What follows belongs to an exercise in optimizing a design on an open flow for small area, a short achievable clock period and few clock cycles; a production flow would make more cautious choices.
At most, simulation tests tie the RTL to the original design; equivalence was not proved.
Function not checked in runs 3 and 4: the RTL went through the layout flow alone.
Power is estimated from default activity; no workload was simulated.

==> config.mk <==
export PLATFORM = sky130hd
export DESIGN_NAME = lawnmower_path_generator
export DESIGN_NICKNAME = lawnmower_path_generator
export VERILOG_FILES = /design/flow/design.v
export SDC_FILE = /design/flow/constraint.sdc
export NUM_CORES = 4
export LEC_CHECK = 0
export CAP_MARGIN = 20
export CORE_MARGIN = 2
export CORE_UTILIZATION = 40
export SETUP_SLACK_MARGIN = 3.5
export SLEW_MARGIN = 20
==> constraint.sdc <==
create_clock -name core_clock -period 7.5 [get_ports {i_clk}]
set_input_delay 1.5000 -clock core_clock [delete_from_list [all_inputs] [get_ports {i_clk}]]
set_output_delay 1.5000 -clock core_clock [all_outputs]
set_load 0.01 [all_outputs]
==> design.v <==
package lpg_pkg;
    localparam int LEN_W   = 24;    
    localparam int HALF_W  = 23;    
    localparam int TRIG_W  = 16;    
    localparam int COORD_W = 32;    
    localparam int PNUM_W  = 6;     
    localparam int IDX_W   = 3;     
    localparam int FRAC_W  = 14;    
    localparam int POS_W   = COORD_W + 1 + FRAC_W;   
    localparam int PROD_W  = 40;    
    localparam int MAX_WAYPOINTS_DEF = 64;
    localparam logic [IDX_W-1:0] REG_X_LENGTH     = 3'd0;
    localparam logic [IDX_W-1:0] REG_Y_LENGTH     = 3'd1;
    localparam logic [IDX_W-1:0] REG_STRIPE_WIDTH = 3'd2;
    localparam logic [IDX_W-1:0] REG_COS_BEARING  = 3'd3;
    localparam logic [IDX_W-1:0] REG_SIN_BEARING  = 3'd4;
    localparam logic [LEN_W-1:0]         RST_X_LENGTH     = 24'd5120;
    localparam logic [LEN_W-1:0]         RST_Y_LENGTH     = 24'd5120;
    localparam logic [LEN_W-1:0]         RST_STRIPE_WIDTH = 24'd2560;
    localparam logic signed [TRIG_W-1:0] RST_COS_BEARING  = 16'sd16384;
    localparam logic signed [TRIG_W-1:0] RST_SIN_BEARING  = 16'sd0;
endpackage
module lpg_datapath #(
    parameter bit IS_Y = 1'b0
) (
    input  logic                               i_clk,
    input  logic [2:0]                         i_op,
    input  logic                               i_td,        
    input  logic                               i_far,       
    input  logic                               i_go_in,     
    input  logic                               i_load_c,
    input  logic signed [lpg_pkg::COORD_W-1:0] i_center,
    input  logic [lpg_pkg::LEN_W-1:0]          i_h,
    input  logic [4:0]                         i_win,       
    input  logic                               i_mac_first,
    input  logic [2:0]                         i_load_p,    
    output logic signed [lpg_pkg::COORD_W-1:0] o_point
);
    localparam int COORD_W = lpg_pkg::COORD_W;
    localparam int LEN_W   = lpg_pkg::LEN_W;
    localparam int FRAC_W  = lpg_pkg::FRAC_W;
    localparam int POS_W   = lpg_pkg::POS_W;
    localparam int PROD_W  = lpg_pkg::PROD_W;
    localparam logic [2:0] OP_GO   = 3'd0;
    localparam logic [2:0] OP_FLIP = 3'd1;
    localparam logic [2:0] OP_STEP = 3'd2;
    localparam logic [2:0] OP_LAST = 3'd3;
    localparam logic [2:0] OP_MAC  = 3'd4;
    logic signed [POS_W-1:0]    r_x;
    logic signed [COORD_W-1:0]  r_c;
    logic signed [PROD_W-2:0]   r_sa, r_st;
    logic signed [PROD_W-1:0]   r_sw;
    always_ff @(posedge i_clk) begin
        if (i_load_c) begin
            r_c <= i_center;
        end
    end
    logic st_neg_go, sw_neg;
    assign st_neg_go = IS_Y ? 1'b0 : !i_td;
    assign sw_neg    = IS_Y ? 1'b1 : i_td;
    function automatic logic sa_neg(input logic far, input logic td);
        sa_neg = (IS_Y && td) ? far : !far;
    endfunction
    logic                 one_hi, two_hi, neg_hi, one_lo, two_lo, neg_lo;
    logic [LEN_W:0]       row_hi, row_lo;
    always_comb begin
        one_hi = i_win[3] ^ i_win[2];
        two_hi = (i_win[4] ^ i_win[3]) & !(i_win[3] ^ i_win[2]);
        neg_hi = i_win[4];
        one_lo = i_win[1] ^ i_win[0];
        two_lo = (i_win[2] ^ i_win[1]) & !(i_win[1] ^ i_win[0]);
        neg_lo = i_win[2];
        row_hi = one_hi ? {1'b0, i_h} : (two_hi ? {i_h, 1'b0} : '0);
        row_lo = one_lo ? {1'b0, i_h} : (two_lo ? {i_h, 1'b0} : '0);
    end
    function automatic logic [POS_W-1:0] sx39(input logic [PROD_W-2:0] v);
        sx39 = {{(POS_W-PROD_W+1){v[PROD_W-2]}}, v};
    endfunction
    logic signed [COORD_W-1:0] c_src;
    logic [POS_W-1:0]          opa, opb, opc;
    logic                      nb, nc;
    always_comb begin
        c_src = i_go_in ? i_center : r_c;
        opa = '0;
        opb = '0;
        opc = '0;
        nb  = 1'b0;
        nc  = 1'b0;
        case (i_op)
            OP_GO: begin
                opa = {c_src[COORD_W-1], c_src, 1'b1, {(FRAC_W-1){1'b0}}};
                opb = sx39(r_st);
                nb  = st_neg_go;
                opc = sx39(r_sa);
                nc  = sa_neg(1'b0, i_td);
            end
            OP_FLIP: begin
                opa = r_x;
                opb = {sx39(r_sa), 1'b0};
                nb  = sa_neg(!i_far, i_td);
            end
            OP_STEP: begin
                opa = r_x;
                opb = {{(POS_W-PROD_W){r_sw[PROD_W-1]}}, r_sw};
                nb  = sw_neg;
            end
            OP_LAST: begin
                opa = {r_c[COORD_W-1], r_c, 1'b1, {(FRAC_W-1){1'b0}}};
                opb = sx39(r_st);
                nb  = !st_neg_go;
                opc = sx39(r_sa);
                nc  = sa_neg(i_far, i_td);
            end
            default: begin
                opa = i_mac_first ? '0 : {r_x[POS_W-5:0], 4'b0};
                opb = POS_W'({row_hi, 2'b0});
                nb  = neg_hi;
                opc = POS_W'(row_lo);
                nc  = neg_lo;
            end
        endcase
    end
    logic [POS_W-1:0] cs_s, cs_c, sum;
    always_comb begin
        cs_s = opa ^ (opb ^ {POS_W{nb}}) ^ (opc ^ {POS_W{nc}});
        cs_c = (opa & (opb ^ {POS_W{nb}})) | (opa & (opc ^ {POS_W{nc}}))
             | ((opb ^ {POS_W{nb}}) & (opc ^ {POS_W{nc}}));
        sum  = cs_s + {cs_c[POS_W-2:0], nb} + POS_W'(nc);
    end
    always_ff @(posedge i_clk) begin
        r_x <= $signed(sum);
        if (i_load_p[0]) r_sa <= $signed(sum[PROD_W-2:0]);
        if (i_load_p[1]) r_st <= $signed(sum[PROD_W-2:0]);
        if (i_load_p[2]) r_sw <= $signed(sum[PROD_W-1:0]);
    end
    logic signed [COORD_W:0] pos;
    assign pos = r_x[POS_W-1:FRAC_W];
    assign o_point = (pos[COORD_W] != pos[COORD_W-1])
                   ? (pos[COORD_W] ? {1'b1, {(COORD_W-1){1'b0}}} : {1'b0, {(COORD_W-1){1'b1}}})
                   : pos[COORD_W-1:0];
endmodule
module lawnmower_path_generator #(
    parameter int MAX_WAYPOINTS = lpg_pkg::MAX_WAYPOINTS_DEF
) (
    input  logic                               i_clk,
    input  logic                               i_rst_n,
    input  logic                               start,
    output logic                               busy,
    input  logic signed [lpg_pkg::COORD_W-1:0] i_center_x,
    input  logic signed [lpg_pkg::COORD_W-1:0] i_center_y,
    input  logic                               i_cfg_valid,
    output logic                               o_cfg_ready,
    input  logic [lpg_pkg::IDX_W-1:0]          i_cfg_index,
    input  logic [lpg_pkg::LEN_W-1:0]          i_cfg_data,
    output logic                               o_point_valid,
    output logic signed [lpg_pkg::COORD_W-1:0] o_point_x,
    output logic signed [lpg_pkg::COORD_W-1:0] o_point_y,
    output logic [lpg_pkg::PNUM_W-1:0]         o_point_number,
    output logic                               o_last_point,
    output logic                               o_overflow
);
    localparam int LEN_W   = lpg_pkg::LEN_W;
    localparam int TRIG_W  = lpg_pkg::TRIG_W;
    localparam int PNUM_W  = lpg_pkg::PNUM_W;
    localparam int REM_W   = LEN_W + 2;
    localparam logic [PNUM_W-1:0] LAST_PNUM = PNUM_W'(MAX_WAYPOINTS - 1);
    localparam logic [2:0] OP_GO   = 3'd0;
    localparam logic [2:0] OP_FLIP = 3'd1;
    localparam logic [2:0] OP_STEP = 3'd2;
    localparam logic [2:0] OP_LAST = 3'd3;
    localparam logic [2:0] OP_MAC  = 3'd4;
    logic [LEN_W-1:0]         r_xlen, r_ylen, r_w;
    logic signed [TRIG_W-1:0] r_cos, r_sin;
    logic                     cfg_wr;
    assign o_cfg_ready = 1'b1;
    assign cfg_wr      = i_cfg_valid && (i_cfg_index <= lpg_pkg::REG_SIN_BEARING);
    always_ff @(posedge i_clk) begin
        if (!i_rst_n) begin
            r_xlen <= lpg_pkg::RST_X_LENGTH;
            r_ylen <= lpg_pkg::RST_Y_LENGTH;
            r_w    <= lpg_pkg::RST_STRIPE_WIDTH;
            r_cos  <= lpg_pkg::RST_COS_BEARING;
            r_sin  <= lpg_pkg::RST_SIN_BEARING;
        end else if (i_cfg_valid) begin
            case (i_cfg_index)
                lpg_pkg::REG_X_LENGTH:     r_xlen <= i_cfg_data;
                lpg_pkg::REG_Y_LENGTH:     r_ylen <= i_cfg_data;
                lpg_pkg::REG_STRIPE_WIDTH: r_w    <= i_cfg_data;
                lpg_pkg::REG_COS_BEARING:  r_cos  <= $signed(i_cfg_data[TRIG_W-1:0]);
                lpg_pkg::REG_SIN_BEARING:  r_sin  <= $signed(i_cfg_data[TRIG_W-1:0]);
                default: begin
                end
            endcase
        end
    end
    logic             r_td;      
    logic             r_wz;      
    logic             r_ovf;
    logic [LEN_W-1:0] weff;
    logic [LEN_W-1:0] span;
    assign weff = {r_w[LEN_W-1:1], r_w[0] | r_wz};
    assign span = r_td ? {r_ylen[LEN_W-1:1], 1'b0} : {r_xlen[LEN_W-1:1], 1'b0};
    logic       r_mrun;      
    logic       r_mprep;     
    logic [1:0] r_round;     
    logic [1:0] r_dig;       
    always_ff @(posedge i_clk) begin
        if (!i_rst_n || cfg_wr) begin
            r_mrun  <= 1'b1;
            r_mprep <= 1'b1;
            r_round <= '0;
            r_dig   <= '0;
        end else if (r_mrun) begin
            r_mprep <= 1'b0;
            if (!r_mprep) begin
                r_dig <= r_dig + 2'd1;
                if (r_dig == 2'd3) begin
                    r_round <= r_round + 2'd1;
                    if (r_round == 2'd2) begin
                        r_mrun <= 1'b0;
                    end
                end
            end
        end
    end
    always_ff @(posedge i_clk) begin
        if (r_mrun && r_mprep) begin
            r_td <= (r_xlen >= r_ylen);
            r_wz <= (r_w == '0);
        end
    end
    logic [LEN_W-1:0]         m_h;
    logic                     tx_is_cos;
    logic signed [TRIG_W-1:0] m_tx, m_ty;
    logic [4:0]               win_x, win_y;
    logic                     mac;
    logic [2:0]               load_p;
    function automatic logic [4:0] window(input logic [TRIG_W-1:0] t, input logic [1:0] dig);
        case (dig)
            2'd0:    window = t[15:11];
            2'd1:    window = t[11:7];
            2'd2:    window = t[7:3];
            default: window = {t[3:0], 1'b0};
        endcase
    endfunction
    always_comb begin
        mac = r_mrun && !r_mprep;
        if (r_round[1]) begin
            m_h = weff;
        end else if (r_round[0] ^ r_td) begin
            m_h = {1'b0, r_xlen[LEN_W-1:1]};
        end else begin
            m_h = {1'b0, r_ylen[LEN_W-1:1]};
        end
        tx_is_cos = (r_round == 2'd0) ? r_td : !r_td;
        m_tx  = tx_is_cos ? r_cos : r_sin;
        m_ty  = tx_is_cos ? r_sin : r_cos;
        win_x = window(m_tx, r_dig);
        win_y = window(m_ty, r_dig);
        load_p = (mac && r_dig == 2'd3) ? (3'b001 << r_round) : 3'b000;
    end
    localparam logic [1:0] ST_IDLE = 2'd0;
    localparam logic [1:0] ST_WAIT = 2'd1;
    localparam logic [1:0] ST_RUN  = 2'd2;
    logic [1:0]        r_state;
    logic              r_busy;
    logic              r_valid;
    logic [PNUM_W-1:0] r_pnum;       
    logic              r_last;       
    logic              r_far;        
    logic              r_next_last;  
    logic              accept, go_in, go, run;
    logic [2:0]        op;
    logic              last_next;
    assign accept = start && (r_state == ST_IDLE);
    assign go_in  = accept && !r_mrun;
    assign go     = go_in || ((r_state == ST_WAIT) && !r_mrun);
    assign run    = (r_state == ST_RUN);
    always_comb begin
        if (mac) begin
            op = OP_MAC;
        end else if (go) begin
            op = OP_GO;
        end else if (!r_pnum[0]) begin
            op = OP_FLIP;
        end else if (r_next_last) begin
            op = OP_LAST;
        end else begin
            op = OP_STEP;
        end
        last_next = r_ovf ? (r_pnum == LAST_PNUM - PNUM_W'(1))
                          : (r_pnum[0] && r_next_last);
    end
    always_ff @(posedge i_clk) begin
        if (!i_rst_n) begin
            r_state <= ST_IDLE;
            r_busy  <= 1'b0;
            r_valid <= 1'b0;
        end else begin
            case (r_state)
                ST_IDLE: if (accept) begin
                    r_state <= go ? ST_RUN : ST_WAIT;
                    r_busy  <= 1'b1;
                    r_valid <= go;
                end
                ST_WAIT: if (go) begin
                    r_state <= ST_RUN;
                    r_valid <= 1'b1;
                end
                default: if (r_last) begin
                    r_state <= ST_IDLE;
                    r_busy  <= 1'b0;
                    r_valid <= 1'b0;
                end
            endcase
        end
    end
    always_ff @(posedge i_clk) begin
        if (go) begin
            r_pnum <= '0;
            r_last <= 1'b0;
            r_far  <= 1'b0;
        end else if (run) begin
            r_pnum <= r_pnum + PNUM_W'(1);
            r_last <= last_next;
            if (!r_pnum[0]) begin
                r_far <= !r_far;
            end
        end
    end
    logic signed [REM_W-1:0] r_rem;
    logic signed [REM_W-1:0] rem_b;
    logic                    rem_inv, rem_cin;
    logic signed [REM_W-1:0] rem_sum;
    always_comb begin
        if (r_mrun && (r_dig != 2'd1)) begin
            rem_b   = $signed({2'b0, weff[18:0], 5'b0});
            rem_inv = 1'b1;
            rem_cin = 1'b0;
        end else if (r_mrun) begin
            rem_b   = $signed({2'b0, weff});
            rem_inv = 1'b0;
            rem_cin = 1'b0;
        end else begin
            rem_b   = $signed({2'b0, weff});
            rem_inv = 1'b1;
            rem_cin = (r_pnum != '0);
        end
        rem_sum = r_rem + (rem_b ^ {REM_W{rem_inv}}) + REM_W'(rem_cin);
    end
    always_ff @(posedge i_clk) begin
        if (go || (mac && r_round == 2'd0 && r_dig == 2'd0)) begin
            r_rem <= $signed({2'b0, span});
        end else if (mac && r_round == 2'd0 && r_dig == 2'd1) begin
            r_rem <= rem_sum;
        end else if (mac && r_round == 2'd0 && r_dig == 2'd2) begin
            r_ovf <= (weff[LEN_W-1:19] == '0) && !rem_sum[REM_W-1];
        end else if (run && !r_pnum[0]) begin
            r_rem       <= rem_sum;
            r_next_last <= rem_sum[REM_W-1];
        end
    end
    lpg_datapath #(.IS_Y(1'b0)) u_dp_x (
        .i_clk       (i_clk),
        .i_op        (op),
        .i_td        (r_td),
        .i_far       (r_far),
        .i_go_in     (go_in),
        .i_load_c    (accept),
        .i_center    (i_center_x),
        .i_h         (m_h),
        .i_win       (win_x),
        .i_mac_first (r_dig == 2'd0),
        .i_load_p    (load_p),
        .o_point     (o_point_x)
    );
    lpg_datapath #(.IS_Y(1'b1)) u_dp_y (
        .i_clk       (i_clk),
        .i_op        (op),
        .i_td        (r_td),
        .i_far       (r_far),
        .i_go_in     (go_in),
        .i_load_c    (accept),
        .i_center    (i_center_y),
        .i_h         (m_h),
        .i_win       (win_y),
        .i_mac_first (r_dig == 2'd0),
        .i_load_p    (load_p),
        .o_point     (o_point_y)
    );
    assign busy           = r_busy;
    assign o_point_valid  = r_valid;
    assign o_point_number = r_pnum;
    assign o_last_point   = r_last;
    assign o_overflow     = r_ovf;
endmodule
==> run.sh <==
#!/bin/bash
# synth_recipe.tcl (not shown) runs the flow's synth.tcl, then flattens the netlist and writes it again
# the make line also repeats each setting of config.mk as NAME=value (left out here)
make -C /OpenROAD-flow-scripts/flow DESIGN_CONFIG=/design/flow/config.mk WORK_HOME=/design/flow/orfs CLKGATE_MAP_FILE= SYNTH_SCRIPT=/design/flow/synth_recipe.tcl finish
==> flow_summary.json, run 1 <==
{
  "syn_area_per_cell_sq_um": 9.60,
  "ys.flop_type": "edfxtp_1",
  "gr-total-overflow": 0,
  "antenna_found_initial": 1,
  "critPathRequiredTime_ns": 7.84,
  "h-tree-depth": 3,
  "period_needed_ns": 6.05,
  "ant_nets": 0,
  "max_freq_mhz": 165,
  "fp-row-count": 107,
  "finalNonFillerCells": 5193,
  "fin_tns_setup_ns": 0,
  "synthesis.area_sq_um": 34500,
  "yosysUniqueCellTypes": 84,
  "dp.final_hpwl_um": 75600,
  "synthArstFlopShare": 0,
  "fin_area_sq_um": 46800,
  "initial_core_util": 0.404,
  "routed_wl_um": 117000,
  "min_path_cells": 2,
  "clock_sinks": 545,
  "diodes": 0,
  "firstDrtPassIters": 7,
  "synth_compound_area_frac": 0.234,
  "tightest_slew_ns": 1.23,
  "post_dp_cell_area_sq_um": 38600,
  "fill_cells": 7339,
  "cp_slowest_cell": "fa_1",
  "finClkSkew_ns": 0.0341,
  "grt_max_degree": 65,
  "nNetsFinal": 4342,
  "port-buffer-count": 168,
  "synthXorXnorAreaFrac": 0.0555,
  "critPathLaunchType": "flip-flop",
  "io_pins": 170,
  "status": "timing/DRC/antenna clean",
  "cap_violations": 0,
  "place_inst": 4809,
  "synth_top_family_by_area": "compound AO/OA/AOI/OAI gates",
  "arrival_ns": 6.39,
  "synthMuxAreaShare": 0.0200,
  "clkTransAtPathRegs_ns": 0.06,
  "area_delta_synth_final_pct": 35.5,
  "syn_inst": 3597,
  "drt_iter0_drc": 2792,
  "design.die.area_sq_um": 88700,
  "maxSlewViolCount": 0,
  "design.core.area_sq_um": 85400,
  "vdd_drop_max_mv": 0.334,
  "synthAdderAreaFrac": 0.112,
  "endpoint_kind": "flip-flop",
  "cts_hold_buf": 0,
  "min_period_over_period": 0.806,
  "worst_slew_margin_rel": 0.178,
  "powerDensity_nw_per_um2": 460,
  "synth-simple-area-share": 0.114,
  "die_y_um": 298,
  "num_vias": 30300,
  "setup_viol": 0,
  "rsz0062_at_grt": "yes",
  "slowest_delay_ns": 0.60,
  "crit_path_max_fanout": 6,
  "synth_seq_cells": 545,
  "routedWlPerCell_um": 22.5,
  "gp_congestion": 0.877,
  "synth_edf_count": 328,
  "syn_nets": 3943,
  "power_leakage_nw": 18.0,
  "cts_tree": "yes",
  "remaining_drc_errors": 0,
  "layout-drive-gt1-share": 0.263,
  "grtUsageTotal": 0.251,
  "synth_seq_area_share": 0.411,
  "clkLatencyLatePin_ns": 0.62,
  "critPathKind": "reg -> reg",
  "fin_util": 0.548,
  "die_w_um": 298,
  "holdCritPathClass": "reg -> reg",
  "via_per_inst": 5.84,
  "cts_buffer_depth": 3,
  "root_buffer": "clkbuf_16",
  "numCtsBuffers": 67,
  "worstRegToRegCells": 25,
  "yosysWarningCount": 3,
  "hold_violations": 0,
  "grt_pass1_wl_um": 175000,
  "grt_pass1_vias": 29000
}
-- per-stage QoR --
| step | power, mW | hold slack, ns | setup slack [ns] |
|---|---|---|---|
| floorplan | 11.0 | 0.443 | 0.774 |
| CTS | 19.9 | 0.470 | 1.68 |
| finish | 21.5 | 0.469 | 1.45 |
| detailed placement | 14.0 | 0.463 | 0.0761 |
| global placement | 13.9 | 0.453 | 0.133 |
| global route | 22.7 | 0.489 | 1.30 |
-- power by group --
group          total [mW]  switching (mW)  internal, mW
logic                13.4            7.10          6.30
clock network        3.35            1.37          1.99
registers            4.78           0.394          4.39
total                21.5            8.86          12.7
-- registers in the layout, indices dropped and copies added, names as in the netlist, 2 cells and up --
| signal | flops |
|---|---|
| r_cos | 16 |
| r_dig | 2 |
| r_pnum | 6 |
| r_rem | 26 |
| r_round | 2 |
| r_sin | 16 |
| r_state | 2 |
| r_w | 24 |
| r_xlen | 24 |
| r_ylen | 24 |
| u_dp_x.r_c | 32 |
| u_dp_x.r_sa | 39 |
| u_dp_x.r_st | 39 |
| u_dp_x.r_sw | 40 |
| u_dp_x.r_x | 47 |
| u_dp_y.r_c | 32 |
| u_dp_y.r_sa | 39 |
| u_dp_y.r_st | 39 |
| u_dp_y.r_sw | 40 |
| u_dp_y.r_x | 47 |
-- layer usage --
layer / wire, um / GRT usage / vias up
met5: 0 / 0 / -
met4: 3730 / 0.0768 / 0
met3: 7690 / 0.0295 / 214
met2: 54500 / 0.405 / 1124
met1: 51000 / 0.354 / 15000
li1: - / - / 14000
-- critical path: cells and delay by family, from the launching register on --
kind / cells / cell delay, ns
compound gates: 9 / 2.29
fa+ha+maj: 3 / 1.05
buf+inv: 6 / 0.74
xor+xnor: 3 / 0.56
simple gates: 3 / 0.46
flops: 1 / 0.36
mux: 1 / 0.30
-- placed cells by master (no fill, tap or decap), drive strengths merged, types with 11 or more instances in the layout --
cell           netlist  layout
ha                 154     154
a21boi             103     103
a211oi              25      25
nor4                14      14
fa                  97      97
a222oi              41      41
o21ai              163     163
a22oi               94      94
and3                24      24
xor2                38      38
a22o                56      57
nand2b              12      12
o21a                17      17
inv                253     258
nand2              504     506
xnor2              177     177
nor2b               24      24
nor2               160     161
a21oi              256     257
o21bai              17      17
mux2i               60      60
and2                19      19
buf                 38     370
nand4               15      15
clkbuf             180      92
clkinv               0      19
dfxtp              217     217
a21o                96      96
or3                 11      11
nor3                37      37
o211ai              19      19
nand3               48      48
clkdlybuf4s50        0     157
a221oi             164     164
a31oi               27      27
edfxtp             328     328
-- cell families (layout without fill, tap and decap cells) --
family	Yosys count	count (layout)
compound gates	1147	1150
fa+ha+maj	251	251
mux	68	68
flops	545	545
simple gates	899	902
other cells	1	1
buf+inv	471	917
xor+xnor	215	215
-- path summary, 6_finish.rpt --
check | slack (ns) | start | end
max | 1.45 | r_round[0] | u_dp_y.r_st[37]
min | 0.47 | r_xlen[0] | r_xlen[0]
max reg2reg | 1.45 | r_round[0] | u_dp_y.r_st[37]
min reg2reg | 0.47 | r_xlen[0] | r_xlen[0]
-- repair_timing --
item / CTS / global route
setup endpoints to repair: 411 / 364
pin swaps: 154 / 176
gates cloned: 12 / 2
resized for setup: 435 / 266
buffers inserted: 153 / 94
-- layout make-up --
cell class,count,area (sq um),area share
Multi-Input combinational cell,2587,22600,0.482
Sequential cell,545,14200,0.304
Clock buffer,91,1920,0.0410
Tap cell,1144,1430,0.0306
Inverter,253,960,0.0205
Clock inverter,31,338,0.00722
Timing Repair Buffer,542,5380,0.115
-- cells in the mapped netlist, drive strengths merged, types with 8 or more instances --
master | count | area [sq um]
nand3 | 48 | 240
a22oi | 94 | 706
or3 | 11 | 68.8
and2 | 19 | 119
nand2 | 504 | 1890
a221oi | 164 | 1440
a211o | 9 | 78.8
a211oi | 25 | 193
o22ai | 8 | 50.1
nand2b | 12 | 75.1
nand4 | 15 | 93.8
o211ai | 19 | 143
a31oi | 27 | 169
nor3 | 37 | 195
a21o | 96 | 721
and3 | 24 | 150
nor2 | 160 | 608
fa | 97 | 1940
xor2 | 38 | 340
edfxtp | 328 | 9850
xnor2 | 177 | 1580
ha | 154 | 1930
a21boi | 103 | 773
a22o | 56 | 492
nor2b | 24 | 150
inv | 253 | 950
clkbuf | 180 | 676
a21oi | 256 | 1280
dfxtp | 217 | 4340
mux2i | 60 | 601
o21ai | 163 | 827
nor4 | 14 | 93.8
o21a | 17 | 128
or2 | 8 | 50.1
o21bai | 17 | 128
a222oi | 41 | 410
buf | 38 | 216
mux2 | 8 | 90.1
Testbench counts, summed over its fixed seeds: cycles 29,284.
==> run 2: changes to the inputs <==
--- a/config.mk
+++ b/config.mk
@@ -9,4 +9,3 @@
 export CORE_MARGIN = 2
 export CORE_UTILIZATION = 40
-export SETUP_SLACK_MARGIN = 3.5
 export SLEW_MARGIN = 20
==> run 2 against run 1 <==
  * Still clean
  * Non-clock buffer count fell by 254
  * Design area decreased by 14%
  * Clock skew decreased by 0.0012 ns
  * Flip-flop and latch count unchanged
  * Die area stayed put
==> flow_summary.json, run 2 <==
{
  "cp_slowest_cell": "fa_1",
  "via_per_inst": 5.70,
  "fin_tns_setup_ns": 0,
  "ant_nets": 0,
  "endpoint_kind": "flip-flop",
  "worst_slew_margin_rel": 0.195,
  "root_buffer": "clkbuf_16",
  "mostFrequentLayoutCells": "nand2_1 (502), edfxtp_1 (328), a21oi_1 (253)",
  "total_power_mw": 16.9,
  "yosysUniqueCellTypes": 84,
  "clkLatencyLatePin_ns": 0.63,
  "vdd_drop_max_mv": 0.328,
  "critPathKind": "reg -> reg",
  "slowest_delay_ns": 0.51,
  "gr-total-overflow": 0,
  "rsz0062_at_grt": "no",
  "critPathRequiredTime_ns": 7.85,
  "diodes": 0,
  "largestRegisters": "u_dp_x.r_x (47), u_dp_y.r_x (47)",
  "post-synth-top-count-cell": "nand2_1",
  "critPathLaunchType": "flip-flop",
  "status": "timing/DRC/antenna clean",
  "synthesis.area_sq_um": 34500,
  "max_freq_mhz": 142,
  "num_vias": 28200,
  "drt_iter0_drc": 2651,
  "design.core.area_sq_um": 85400,
  "cts_hold_buf": 0,
  "grt_max_degree": 110,
  "arrival_ns": 7.39,
  "synthTopCellsByArea": "edfxtp_1 (29%), dfxtp_1 (13%), fa_1 (5.6%), ha_1 (5.6%), nand2_1 (5.5%)",
  "ys_top_cells_by_count": "nand2_1 (504), edfxtp_1 (328), a21oi_1 (256)",
  "hold_ws_ns": 0.465,
  "port-buffer-count": 168,
  "syn_inst": 3597,
  "synth_seq_cells": 545,
  "synth_edf_count": 328,
  "design.die.area_sq_um": 88700,
  "grt_pass1_vias": 27300,
  "hold_violations": 0,
  "firstDrtPassIters": 6,
  "syn_area_per_cell_sq_um": 9.60,
  "antenna_found_initial": 0,
  "maxSlewViolCount": 0,
  "synthArstFlopShare": 0,
  "cp_num_buf_inv": 5,
  "die_w_um": 298,
  "cts_tree": "yes",
  "synth_top_area_share": 0.285,
  "grtUsageTotal": 0.235,
  "numCtsBuffers": 68,
  "gp_congestion": 0.899,
  "initial_core_util": 0.404,
  "powerDensity_nw_per_um2": 421,
  "yosysTopAreaCell": "edfxtp_1",
  "critPathTopFamily": "compound AO/OA/AOI/OAI gates",
  "ys.flop_type": "edfxtp_1",
  "routedWlPerCell_um": 21.6,
  "die_y_um": 298,
  "cts_buffer_depth": 3,
  "holdCritPathClass": "reg -> reg",
  "tightest_slew_ns": 1.20,
  "nNetsFinal": 4083,
  "fp-row-count": 107,
  "crit_path_max_fanout": 18,
  "dp.final_hpwl_um": 75600,
  "synth_seq_area_share": 0.411,
  "setup_viol": 0,
  "yosysWarningCount": 3,
  "power_leakage_nw": 15.6,
  "fin_util": 0.471,
  "syn_nets": 3943,
  "clock_sinks": 545,
  "final_common_cell": "nand2_1",
  "remaining_drc_errors": 0,
  "layout-drive-gt1-share": 0.0786,
  "io_pins": 170,
  "min_period_over_period": 0.939,
  "finClkSkew_ns": 0.0329,
  "cap_violations": 0,
  "grt_pass1_wl_um": 165000,
  "h-tree-depth": 3,
  "area_delta_synth_final_pct": 16.5,
  "period_needed_ns": 7.04,
  "routed_wl_um": 106000,
  "clkTransAtPathRegs_ns": 0.06
}
## run 2: repair_timing
action,4_1_cts,5_1_grt
setup buffers,0,0
gates resized for setup,0,1
endpoints found under the setup margin,0,3
## run 2: layout make-up
cell class | instances | area (sq um)
Fill cell | 8147 | 45200
Multi-Input combinational cell | 2581 | 18700
Sequential cell | 545 | 14200
Timing Repair Buffer | 288 | 2640
Clock buffer | 91 | 1890
Tap cell | 1144 | 1430
Inverter | 253 | 950
Clock inverter | 33 | 442
## run 2: worst register-to-register path, cell delays in order (launching register included)
cell,delay (ns)
dfxtp_1,0.45
inv_1,0.13
ha_1,0.33
xor2_2,0.30
buf_4,0.30
nor2_1,0.11
o41ai_4,0.42
buf_4,0.25
or3_1,0.12
nand2_1,0.27
buf_4,0.33
a221oi_1,0.45
a21oi_1,0.10
xnor2_1,0.16
fa_1,0.51
inv_1,0.04
ha_1,0.36
or2_2,0.33
a21oi_1,0.15
a31oi_1,0.07
a311o_1,0.37
a211o_1,0.31
o21ai_1,0.18
a21oi_1,0.12
nand3b_1,0.16
o21ai_0,0.45
## run 2: stage by stage
step                instance area (sq um)  worst slack, ns  std cells
floorplan                           34500            0.351       3597
global placement                    37900            0.311       4810
detailed placement                  37900            0.152       4811
CTS                                 40200            0.451       4935
global route                        40200            0.110       4935
finish                              40200            0.459       4935
## run 2: power breakdown
group	internal, mW	switching, mW	leakage (nW)
clock	2.09	1.37	1.14
sequential	4.40	0.363	4.79
combinational	3.52	5.19	9.66
total	10.0	6.93	15.6
## run 2: cells by family (layout without fill, tap and decap cells)
kind of cell	count (synthesis)	count (layout)	share of synthesized area
xor+xnor	215	215	0.0555
simple gates	899	899	0.114
buf+inv	471	665	0.0533
flops	545	545	0.411
fa+ha+maj	251	251	0.112
mux	68	68	0.0200
compound gates	1147	1147	0.234
other cells	1	1	0.000109
## run 2: path summary, 6_finish.rpt
| check | startpoint | endpoint | slack (ns) | cells after the start |
|---|---|---|---|---|
| max | r_round[0] | u_dp_y.r_sa[37] | 0.46 | 25 |
| min | r_sin[9] | r_sin[9] | 0.46 | 2 |
| max reg2reg | r_round[0] | u_dp_y.r_sa[37] | 0.46 | 25 |
| min reg2reg | r_sin[9] | r_sin[9] | 0.46 | 2 |
## run 2: metal layers
layer / GRT usage / vias up / wire length, um
met4: 0.0552 / 0 / 2000
met2: 0.387 / 865 / 49900
li1: - / 13500 / -
met5: 0 / - / 0
met1: 0.328 / 13700 / 47900
met3: 0.0334 / 105 / 6530
==> run 3: changes to the inputs <==
--- a/design.v
+++ b/design.v
@@ -32,5 +32,5 @@
     input  logic signed [lpg_pkg::COORD_W-1:0] i_center,
     input  logic [lpg_pkg::LEN_W-1:0]          i_h,
-    input  logic [4:0]                         i_win,       
+    input  logic [5:0]                         i_booth,     
     input  logic                               i_mac_first,
     input  logic [2:0]                         i_load_p,    
@@ -65,10 +65,5 @@
     logic [LEN_W:0]       row_hi, row_lo;
     always_comb begin
-        one_hi = i_win[3] ^ i_win[2];
-        two_hi = (i_win[4] ^ i_win[3]) & !(i_win[3] ^ i_win[2]);
-        neg_hi = i_win[4];
-        one_lo = i_win[1] ^ i_win[0];
-        two_lo = (i_win[2] ^ i_win[1]) & !(i_win[1] ^ i_win[0]);
-        neg_lo = i_win[2];
+        {one_hi, two_hi, neg_hi, one_lo, two_lo, neg_lo} = i_booth;
         row_hi = one_hi ? {1'b0, i_h} : (two_hi ? {i_h, 1'b0} : '0);
         row_lo = one_lo ? {1'b0, i_h} : (two_lo ? {i_h, 1'b0} : '0);
@@ -203,23 +198,39 @@
     logic       r_mrun;      
     logic       r_mprep;     
+    logic       r_cdone;     
     logic [1:0] r_round;     
     logic [1:0] r_dig;       
+    logic       c_act;       
+    logic       r_dmac;
+    logic       r_dfirst;
+    logic [1:0] r_dround;
+    logic [2:0] r_dload;
+    logic [5:0] r_booth_x, r_booth_y;
+    assign c_act = r_mrun && !r_mprep && !r_cdone;
     always_ff @(posedge i_clk) begin
         if (!i_rst_n || cfg_wr) begin
             r_mrun  <= 1'b1;
             r_mprep <= 1'b1;
+            r_cdone <= 1'b0;
             r_round <= '0;
             r_dig   <= '0;
+            r_dmac  <= 1'b0;
+            r_dload <= '0;
         end else if (r_mrun) begin
             r_mprep <= 1'b0;
-            if (!r_mprep) begin
+            r_dmac  <= c_act;
+            r_dload <= (c_act && r_dig == 2'd3) ? (3'b001 << r_round) : 3'b000;
+            if (c_act) begin
                 r_dig <= r_dig + 2'd1;
                 if (r_dig == 2'd3) begin
                     r_round <= r_round + 2'd1;
                     if (r_round == 2'd2) begin
-                        r_mrun <= 1'b0;
+                        r_cdone <= 1'b1;
                     end
                 end
             end
+            if (r_dload[2]) begin
+                r_mrun <= 1'b0;
+            end
         end
     end
@@ -230,10 +241,6 @@
         end
     end
-    logic [LEN_W-1:0]         m_h;
     logic                     tx_is_cos;
     logic signed [TRIG_W-1:0] m_tx, m_ty;
-    logic [4:0]               win_x, win_y;
-    logic                     mac;
-    logic [2:0]               load_p;
     function automatic logic [4:0] window(input logic [TRIG_W-1:0] t, input logic [1:0] dig);
         case (dig)
@@ -244,19 +251,30 @@
         endcase
     endfunction
+    function automatic logic [5:0] booth(input logic [4:0] w);
+        booth = {w[3] ^ w[2], (w[4] ^ w[3]) & !(w[3] ^ w[2]), w[4],
+                 w[1] ^ w[0], (w[2] ^ w[1]) & !(w[1] ^ w[0]), w[2]};
+    endfunction
+    always_comb begin
+        tx_is_cos = (r_round == 2'd0) ? r_td : !r_td;
+        m_tx  = tx_is_cos ? r_cos : r_sin;
+        m_ty  = tx_is_cos ? r_sin : r_cos;
+    end
+    always_ff @(posedge i_clk) begin
+        r_dfirst  <= (r_dig == 2'd0);
+        r_dround  <= r_round;
+        r_booth_x <= booth(window(m_tx, r_dig));
+        r_booth_y <= booth(window(m_ty, r_dig));
+    end
+    logic [LEN_W-1:0] m_h;
+    logic             mac;
     always_comb begin
-        mac = r_mrun && !r_mprep;
-        if (r_round[1]) begin
+        mac = r_dmac;
+        if (r_dround[1]) begin
             m_h = weff;
-        end else if (r_round[0] ^ r_td) begin
+        end else if (r_dround[0] ^ r_td) begin
             m_h = {1'b0, r_xlen[LEN_W-1:1]};
         end else begin
             m_h = {1'b0, r_ylen[LEN_W-1:1]};
         end
-        tx_is_cos = (r_round == 2'd0) ? r_td : !r_td;
-        m_tx  = tx_is_cos ? r_cos : r_sin;
-        m_ty  = tx_is_cos ? r_sin : r_cos;
-        win_x = window(m_tx, r_dig);
-        win_y = window(m_ty, r_dig);
-        load_p = (mac && r_dig == 2'd3) ? (3'b001 << r_round) : 3'b000;
     end
     localparam logic [1:0] ST_IDLE = 2'd0;
@@ -270,11 +288,12 @@
     logic              r_far;        
     logic              r_next_last;  
-    logic              accept, go_in, go, run;
+    logic              idle, accept, go_in, go, run;
     logic [2:0]        op;
     logic              last_next;
-    assign accept = start && (r_state == ST_IDLE);
-    assign go_in  = accept && !r_mrun;
-    assign go     = go_in || ((r_state == ST_WAIT) && !r_mrun);
+    assign idle   = (r_state == ST_IDLE);
     assign run    = (r_state == ST_RUN);
+    assign accept = start && idle;
+    assign go_in  = idle && !r_mrun;
+    assign go     = !run && !r_mrun;
     always_comb begin
         if (mac) begin
@@ -300,7 +319,7 @@
             case (r_state)
                 ST_IDLE: if (accept) begin
-                    r_state <= go ? ST_RUN : ST_WAIT;
+                    r_state <= r_mrun ? ST_WAIT : ST_RUN;
                     r_busy  <= 1'b1;
-                    r_valid <= go;
+                    r_valid <= !r_mrun;
                 end
                 ST_WAIT: if (go) begin
@@ -350,9 +369,9 @@
     end
     always_ff @(posedge i_clk) begin
-        if (go || (mac && r_round == 2'd0 && r_dig == 2'd0)) begin
+        if (go || (c_act && r_round == 2'd0 && r_dig == 2'd0)) begin
             r_rem <= $signed({2'b0, span});
-        end else if (mac && r_round == 2'd0 && r_dig == 2'd1) begin
+        end else if (c_act && r_round == 2'd0 && r_dig == 2'd1) begin
             r_rem <= rem_sum;
-        end else if (mac && r_round == 2'd0 && r_dig == 2'd2) begin
+        end else if (c_act && r_round == 2'd0 && r_dig == 2'd2) begin
             r_ovf <= (weff[LEN_W-1:19] == '0) && !rem_sum[REM_W-1];
         end else if (run && !r_pnum[0]) begin
@@ -367,10 +386,10 @@
         .i_far       (r_far),
         .i_go_in     (go_in),
-        .i_load_c    (accept),
+        .i_load_c    (idle),
         .i_center    (i_center_x),
         .i_h         (m_h),
-        .i_win       (win_x),
-        .i_mac_first (r_dig == 2'd0),
-        .i_load_p    (load_p),
+        .i_booth     (r_booth_x),
+        .i_mac_first (r_dfirst),
+        .i_load_p    (r_dload),
         .o_point     (o_point_x)
     );
@@ -381,10 +400,10 @@
         .i_far       (r_far),
         .i_go_in     (go_in),
-        .i_load_c    (accept),
+        .i_load_c    (idle),
         .i_center    (i_center_y),
         .i_h         (m_h),
-        .i_win       (win_y),
-        .i_mac_first (r_dig == 2'd0),
-        .i_load_p    (load_p),
+        .i_booth     (r_booth_y),
+        .i_mac_first (r_dfirst),
+        .i_load_p    (r_dload),
         .o_point     (o_point_y)
     );
--- a/config.mk
+++ b/config.mk
@@ -9,3 +9,4 @@
 export CORE_MARGIN = 2
 export CORE_UTILIZATION = 40
+export SETUP_SLACK_MARGIN = 0
 export SLEW_MARGIN = 20
==> run 3 against run 2 <==
  * Still clean
  * First-iteration DRC count is 20% higher
  * Flip-flop and latch count rose by 20
  * Sequential share of layout area is 0.92 points higher
  * Register-to-register slack better by 0.25 ns
  * Critical path type unchanged
  * Largest power group unchanged
==> flow_summary.json, run 3 <==
{
  "status": "timing/DRC/antenna clean",
  "antenna_found_initial": 4,
  "numCtsBuffers": 67,
  "period_needed_ns": 6.79,
  "via_per_inst": 5.84,
  "hold_ws_ns": 0.378,
  "synth_edf_count": 328,
  "maxSlewViolCount": 0,
  "port-buffer-count": 168,
  "gr-total-overflow": 0,
  "gp_congestion": 0.919,
  "cts_buffer_depth": 3,
  "clkLatencyLatePin_ns": 0.63,
  "r2r_setup_slack_ns": 0.71,
  "arrival_ns": 7.29,
  "cts_resized": 0,
  "cap_violations": 0,
  "max_freq_mhz": 147,
  "mostFrequentLayoutCells": "nand2_1 (418), edfxtp_1 (328), a21oi_1 (295)",
  "design.die.area_sq_um": 89900,
  "fin_util": 0.465,
  "finClkSkew_ns": 0.0396,
  "vdd_drop_max_mv": 0.265,
  "grt_max_degree": 69,
  "fin_tns_setup_ns": 0,
  "p_int_mw": 10.7,
  "p_switching_mw": 7.67,
  "critPathRequiredTime_ns": 8.00,
  "hold_violations": 0,
  "nNetsFinal": 4048,
  "fp-row-count": 108,
  "worst_slew_margin_rel": 0.229,
  "crit_start": "r_state[0]",
  "powerDensity_nw_per_um2": 456,
  "root_buffer": "clkbuf_16",
  "critPathKind": "reg -> reg",
  "postCtsSetupBuffers": 0,
  "slowest_delay_ns": 0.88,
  "r2r-start": "r_state[0]",
  "synthArstFlopShare": 0,
  "drt_iter0_drc": 3168,
  "initial_core_util": 0.403,
  "largestRegisters": "u_dp_x.r_x (47), u_dp_y.r_x (47)",
  "layout-drive-gt1-share": 0.0698,
  "routedWlPerCell_um": 22.8,
  "holdCritPathClass": "reg -> reg",
  "rsz0062_at_grt": "no",
  "use_met2": 0.388,
  "routed_wl_um": 112000,
  "crit_path_end": "u_dp_x.r_x[46]",
  "finalNonFillerCells": 4914,
  "crit_cells": 22,
  "grt_pass1_wl_um": 171000,
  "syn_area_per_cell_sq_um": 9.66,
  "timing.rr.end": "u_dp_x.r_x[46]",
  "crit_path_max_fanout": 27,
  "setup_viol": 0,
  "grtUsageMet1": 0.334,
  "use_met3": 0.0465,
  "design.core.area_sq_um": 86800,
  "area_delta_synth_final_pct": 15.3,
  "seqPwrFrac": 0.278,
  "yosysWarningCount": 3,
  "endpoint_kind": "flip-flop",
  "io_pins": 170,
  "cts_tree": "yes",
  "p_sw_frac": 0.417,
  "critPathLaunchType": "flip-flop",
  "critPathTopFamily": "compound AO/OA/AOI/OAI gates",
  "firstDrtPassIters": 7,
  "final_common_cell": "nand2_1",
  "die_y_um": 300,
  "post-synth-top-count-cell": "nand2_1",
  "grt_pass1_vias": 28200,
  "total_power_mw": 18.4,
  "synth_top_area_share": 0.281,
  "place_inst": 4788,
  "num_vias": 28700,
  "die_w_um": 300,
  "grtUsageTotal": 0.245,
  "synthTopCellsByArea": "edfxtp_1 (28%), dfxtp_1 (14%), ha_1 (5.5%), fa_1 (5.5%), xnor2_1 (4.6%)",
  "ys.flop_type": "edfxtp_1",
  "min_period_over_period": 0.905,
  "clock_sinks": 565,
  "yosysTopAreaCell": "edfxtp_1",
  "synthesis.area_sq_um": 35000,
  "worstRegToRegCells": 22,
  "power_leakage_nw": 16.0,
  "syn_nets": 3969,
  "cts_hold_buf": 0,
  "dp.final_hpwl_um": 79200,
  "ant_nets": 0,
  "clkTransAtPathRegs_ns": 0.06,
  "cp_num_buf_inv": 2,
  "ys_top_cells_by_count": "nand2_1 (419), edfxtp_1 (328), a21oi_1 (298)",
  "remaining_drc_errors": 0,
  "cp_slowest_cell": "a21oi_4",
  "cp_cell_sequence": "nand2b_1 -> nand2_2 -> a21oi_4 -> a22oi_1 -> mux2i_1 -> fa_1 -> inv_1 -> xnor2_1 -> ha_1 -> a21oi_1 -> inv_1 -> fa_1 -> a211oi_1 -> o21ai_0 -> o211ai_1 -> nand3_1 -> a31oi_1 -> o21a_1 -> a221oi_1 -> o31a_1 -> nor4_1 -> a311oi_1",
  "tightest_slew_ns": 1.15,
  "grt.busiest_layer": "met2",
  "h-tree-depth": 3,
  "p_comb_frac": 0.535,
  "yosysUniqueCellTypes": 83,
  "synth_seq_cells": 565,
  "p_clk_frac": 0.187,
  "min_path_cells": 0,
  "synth_seq_area_share": 0.417,
  "syn_inst": 3624
}
run 3: cell families (layout without fill, tap and decap cells):
group                      count (synthesis)  after routing  synth area share
other                                      1              4          0.000107
muxes                                     71             71            0.0212
xor gates and xnor gates                 227            227            0.0568
DFF                                      565            565             0.417
adders and majority gates                250            250             0.110
and+or+nand+nor                          936            936             0.118
buffers and inverters                    458            590            0.0500
AOI/OAI and AO/OA                       1116           1116             0.227
run 3: power groups by stage:
stage	Clock [mW]	Sequential, mW	Combinational (mW)
after global placement	0	5.17	9.64
after CTS	3.49	5.10	9.79
final	3.44	5.11	9.85
after floorplan	0	4.93	6.72
after detailed placement	0	5.16	9.71
after global routing	3.60	5.15	10.9
run 3: per-stage QoR:
step / area (sq um) / setup slack (ns)
3_5_place_dp: 38000 / 0.895
3_3_place_gp: 38000 / 1.05
6_report: 40400 / 0.714
4_1_cts: 40300 / 0.864
5_1_grt: 40400 / 0.381
2_1_floorplan: 35000 / 1.40
run 3: how the worst min path moves through the flow:
stage | from | endpoint | slack, ns
finish | r_round[1] | r_dround[1] | 0.38
global route | r_round[1] | r_dround[1] | 0.39
CTS | r_round[1] | r_dround[1] | 0.38
detailed placement | r_round[1] | r_dround[1] | 0.37
global placement | r_round[1] | r_dround[1] | 0.37
floorplan | r_round[1] | r_dround[1] | 0.35
run 3: worst reg2reg max path: stages, from the launching register on:
cell	delay (ns)
dfxtp_1	0.70
nand2b_1	0.42
nand2_2	0.23
a21oi_4	0.88
a22oi_1	0.27
mux2i_1	0.28
fa_1	0.44
inv_1	0.14
xnor2_1	0.09
ha_1	0.21
a21oi_1	0.17
inv_1	0.09
fa_1	0.48
a211oi_1	0.25
o21ai_0	0.27
o211ai_1	0.31
nand3_1	0.23
a31oi_1	0.31
o21a_1	0.24
a221oi_1	0.12
o31a_1	0.29
nor4_1	0.19
a311oi_1	0.08
run 3: layer usage:
layer	routed length, um	vias to the layer above
met4	4150	2
met2	50500	1033
met5	13	-
li1	-	13500
met1	49300	14000
met3	8080	173
run 3: layout make-up:
cell class                      instances  area (sq um)
Timing Repair Buffer                  262          2440
Sequential cell                       565         14600
Tap cell                             1155          1450
Fill cell                            8319         46400
Clock buffer                           80          1780
Clock inverter                         42           519
Antenna cell                            3          7.51
Multi-Input combinational cell       2601         18800
Inverter                              206           776
==> run 4: changes to the inputs <==
--- a/config.mk
+++ b/config.mk
@@ -9,4 +9,4 @@
 export CORE_MARGIN = 2
 export CORE_UTILIZATION = 40
-export SETUP_SLACK_MARGIN = 0
+export SETUP_SLACK_MARGIN = 3.0
 export SLEW_MARGIN = 20
==> run 4 against run 3 <==
  * Highest routed layer is now met4
  * Clock skew down 0.013 ns
  * Die area unchanged
  * Critical path type unchanged
  * Clock-buffer cell count up 3
  * First-iteration DRC count up 6.5%
  * Routed wire length up 8.1%
==> flow_summary.json, run 4 <==
{
  "status": "timing/DRC/antenna clean",
  "grt_pass1_wl_um": 181000,
  "setup_viol": 0,
  "tightest_slew_ns": 1.15,
  "seqPwrFrac": 0.225,
  "grt_max_degree": 77,
  "critPathLaunchType": "flip-flop",
  "design.die.area_sq_um": 89900,
  "remaining_drc_errors": 0,
  "rsz0062_at_grt": "yes",
  "routedWlPerCell_um": 23.8,
  "yosysUniqueCellTypes": 83,
  "fill_cells": 7642,
  "grtUsageTotal": 0.258,
  "p_switching_mw": 9.56,
  "maxSlewViolCount": 0,
  "dp.final_hpwl_um": 78100,
  "r2r-start": "r_td",
  "synth_top_area_share": 0.281,
  "place_inst": 4765,
  "synthesis.area_sq_um": 35000,
  "synthArstFlopShare": 0,
  "arrival_ns": 5.60,
  "cts_tree": "yes",
  "fin_ws_ns": 2.24,
  "fin_util": 0.528,
  "synth_seq_area_share": 0.417,
  "finalNonFillerCells": 5088,
  "slowest_delay_ns": 0.59,
  "hold_ws_ns": 0.365,
  "layout-drive-gt1-share": 0.218,
  "clkTransAtPathRegs_ns": 0.06,
  "critPathKind": "reg -> reg",
  "critPathRequiredTime_ns": 7.85,
  "antenna_found_initial": 1,
  "synth_seq_cells": 565,
  "synthTopCellsByArea": "edfxtp_1 (28%), dfxtp_1 (14%), ha_1 (5.5%), fa_1 (5.5%), xnor2_1 (4.6%)",
  "power_leakage_nw": 18.0,
  "use_met3": 0.0449,
  "powerDensity_nw_per_um2": 497,
  "gr-total-overflow": 0,
  "largestRegisters": "u_dp_x.r_x (47), u_dp_y.r_x (47)",
  "post-synth-top-count-cell": "nand2_1",
  "via_per_inst": 5.97,
  "num_vias": 30400,
  "min_period_over_period": 0.701,
  "gp_congestion": 0.908,
  "max_freq_mhz": 190,
  "ys.flop_type": "edfxtp_1",
  "min_path_cells": 0,
  "initial_core_util": 0.403,
  "fp-row-count": 108,
  "clkLatencyLatePin_ns": 0.63,
  "p_comb_frac": 0.631,
  "min_to": "r_dround[1]",
  "io_pins": 170,
  "routed_wl_um": 121000,
  "syn_inst": 3624,
  "p_sw_frac": 0.420,
  "mostFrequentLayoutCells": "nand2_1 (397), edfxtp_1 (328), a21oi_1 (233)",
  "clock_sinks": 565,
  "root_buffer": "clkbuf_16",
  "finClkSkew_ns": 0.0268,
  "design.core.area_sq_um": 86800,
  "cp_slowest_cell": "fa_1",
  "grt_pass1_vias": 30000,
  "timing.rr.end": "u_dp_x.r_sw[39]",
  "port-buffer-count": 168,
  "fin_tns_setup_ns": 0,
  "worstRegToRegCells": 24,
  "fin_area_sq_um": 45800,
  "r2r_setup_slack_ns": 2.24,
  "yosysTopAreaCell": "edfxtp_1",
  "firstDrtPassIters": 8,
  "detailedPlace.worstSlack_ns": 1.19,
  "p_int_mw": 13.2,
  "numCtsBuffers": 67,
  "cp_cell_sequence": "xor2_4 -> buf_6 -> buf_12 -> buf_16 -> a21oi_4 -> o21ai_4 -> buf_12 -> buf_8 -> a221oi_4 -> nor3_2 -> xnor2_2 -> fa_1 -> ha_4 -> buf_6 -> a21o_1 -> a211oi_2 -> a211oi_2 -> buf_4 -> nor3_4 -> o41ai_4 -> a31oi_4 -> nor2_2 -> a311o_1 -> xor2_1",
  "cts_hold_buf": 0,
  "vdd_drop_max_mv": 0.261,
  "yosysWarningCount": 3,
  "grt.busiest_layer": "met2",
  "cts_buffer_depth": 3,
  "holdCritPathClass": "reg -> reg",
  "syn_area_per_cell_sq_um": 9.66,
  "endpoint_kind": "flip-flop",
  "total_power_mw": 22.7,
  "die_y_um": 300,
  "h-tree-depth": 3,
  "final_common_cell": "nand2_1",
  "area_delta_synth_final_pct": 30.8,
  "worst_slew_margin_rel": 0.232,
  "crit_path_max_fanout": 5,
  "use_met2": 0.420,
  "syn_nets": 3969,
  "ys_top_cells_by_count": "nand2_1 (419), edfxtp_1 (328), a21oi_1 (298)",
  "die_w_um": 300,
  "grtUsageMet1": 0.341,
  "nNetsFinal": 4224,
  "synth_edf_count": 328,
  "drt_iter0_drc": 3373,
  "worstHoldStart": "r_round[1]",
  "p_clk_frac": 0.144,
  "period_needed_ns": 5.26,
  "cap_violations": 0,
  "hold_violations": 0,
  "post_dp_cell_area_sq_um": 38000,
  "ant_nets": 0
}
## run 4: cell counts after synthesis
No cell type changed its count.
## run 4: timing repair
action,in CTS,in global routing
gates resized for setup,449,232
pin swaps,142,152
endpoints found under the hold margin,0,0
setup buffers,135,52
setup endpoints to repair,381,317
gates cloned,10,3
## run 4: how the worst max path moves through the flow
stage | from | to
global route | r_td | u_dp_x.r_x[46]
floorplan | r_state[1] | u_dp_x.r_x[46]
detailed placement | r_state[0] | u_dp_y.r_sw[39]
global placement | r_state[0] | u_dp_y.r_sw[39]
CTS | r_td | u_dp_y.r_sw[33]
finish | r_td | u_dp_x.r_sw[39]
## run 4: worst max-delay path: cells and delay by family (launching register included)
| kind | cells | cell delay [ns] |
|---|---|---|
| AOI/OAI and AO/OA | 9 | 1.74 |
| xor gates and xnor gates | 3 | 0.53 |
| adders and majority gates | 2 | 0.83 |
| buffers and inverters | 7 | 0.99 |
| DFF | 1 | 0.49 |
| and+or+nand+nor | 3 | 0.39 |
## run 4: layout make-up
class,count,area [sq um],share of cell area
multi-input cells,2604,22200,0.485
repair buffers,435,4570,0.0998
flip-flops and latches,565,14600,0.319
well taps,1155,1450,0.0316
inverters,206,783,0.0171
diodes,1,2.50,0.0000547
clock inverters,39,385,0.00842
clock buffers,83,1780,0.0388
## run 4: power by group through the flow
stage / logic [mW] / registers [mW] / clock network, mW
after global routing: 15.4 / 5.15 / 3.45
after CTS: 12.6 / 5.11 / 3.33
after detailed placement: 9.80 / 5.16 / 0
final: 14.3 / 5.12 / 3.27
after global placement: 9.73 / 5.17 / 0
after floorplan: 6.81 / 4.93 / 0
## run 4: kinds of logic (layout without fill, tap and decap cells)
family	Yosys count	in the layout	synth area share
AO/OA/AOI/OAI	1116	1117	0.227
adder cells (fa/ha/maj)	250	250	0.110
XOR/XNOR	227	227	0.0568
multiplexers	71	71	0.0212
flip-flops	565	565	0.417
other	1	2	0.000107
AND/OR/NAND/NOR	936	938	0.118
buffers and inverters	458	763	0.0500
## run 4: per-layer routing
layer | vias to the layer above | wire length (um)
li1 | 13800 | -
met1 | 15100 | 50900
met2 | 1187 | 56600
met3 | 233 | 8760
met4 | 0 | 4770
met5 | - | 0

afterwards: timing with drivers on the ports:
The flow's constraints put no driver on any port. The routed layouts listed below were extracted and timed again, unchanged, in two steps. Step 1 (the two cells are an assumption about what drives the block):
set clk [get_ports {i_clk}]
set_driving_cell -lib_cell sky130_fd_sc_hd__clkbuf_16 $clk
set_driving_cell -lib_cell sky130_fd_sc_hd__buf_2 [delete_from_list [all_inputs] $clk]
Step 2 times the ports against the registers' clock, not the clock port: input delays grow and output delays shrink by t, the midpoint of the rising clock arrivals with the driver on. Slacks: ideal ports / drivers / drivers and shift; pairs: ideal ports / drivers.
run	t (ns)	slack for setup (ns)	worst hold slack (ns)	clock arrival spread, ns	worst data-port slew with drivers (ns)
run 1	0.676	1.452 / 1.452 / 0.982	0.469 / 0.469 / 0.469	0.035 / 0.034	0.07
run 2	0.676	0.459 / 0.459 / 0.156	0.465 / 0.465 / 0.465	0.035 / 0.035	0.07
run 3	0.677	0.714 / 0.714 / 0.714	0.378 / 0.378 / 0.378	0.040 / 0.040	0.11
run 4	0.680	2.244 / 2.244 / 1.850	0.365 / 0.365 / 0.365	0.028 / 0.028	0.10
After both steps every run listed still meets setup and hold. The setup slack of run 1, which loses most, moves by 0.000 ns with the drivers and by -0.470 ns with both steps.
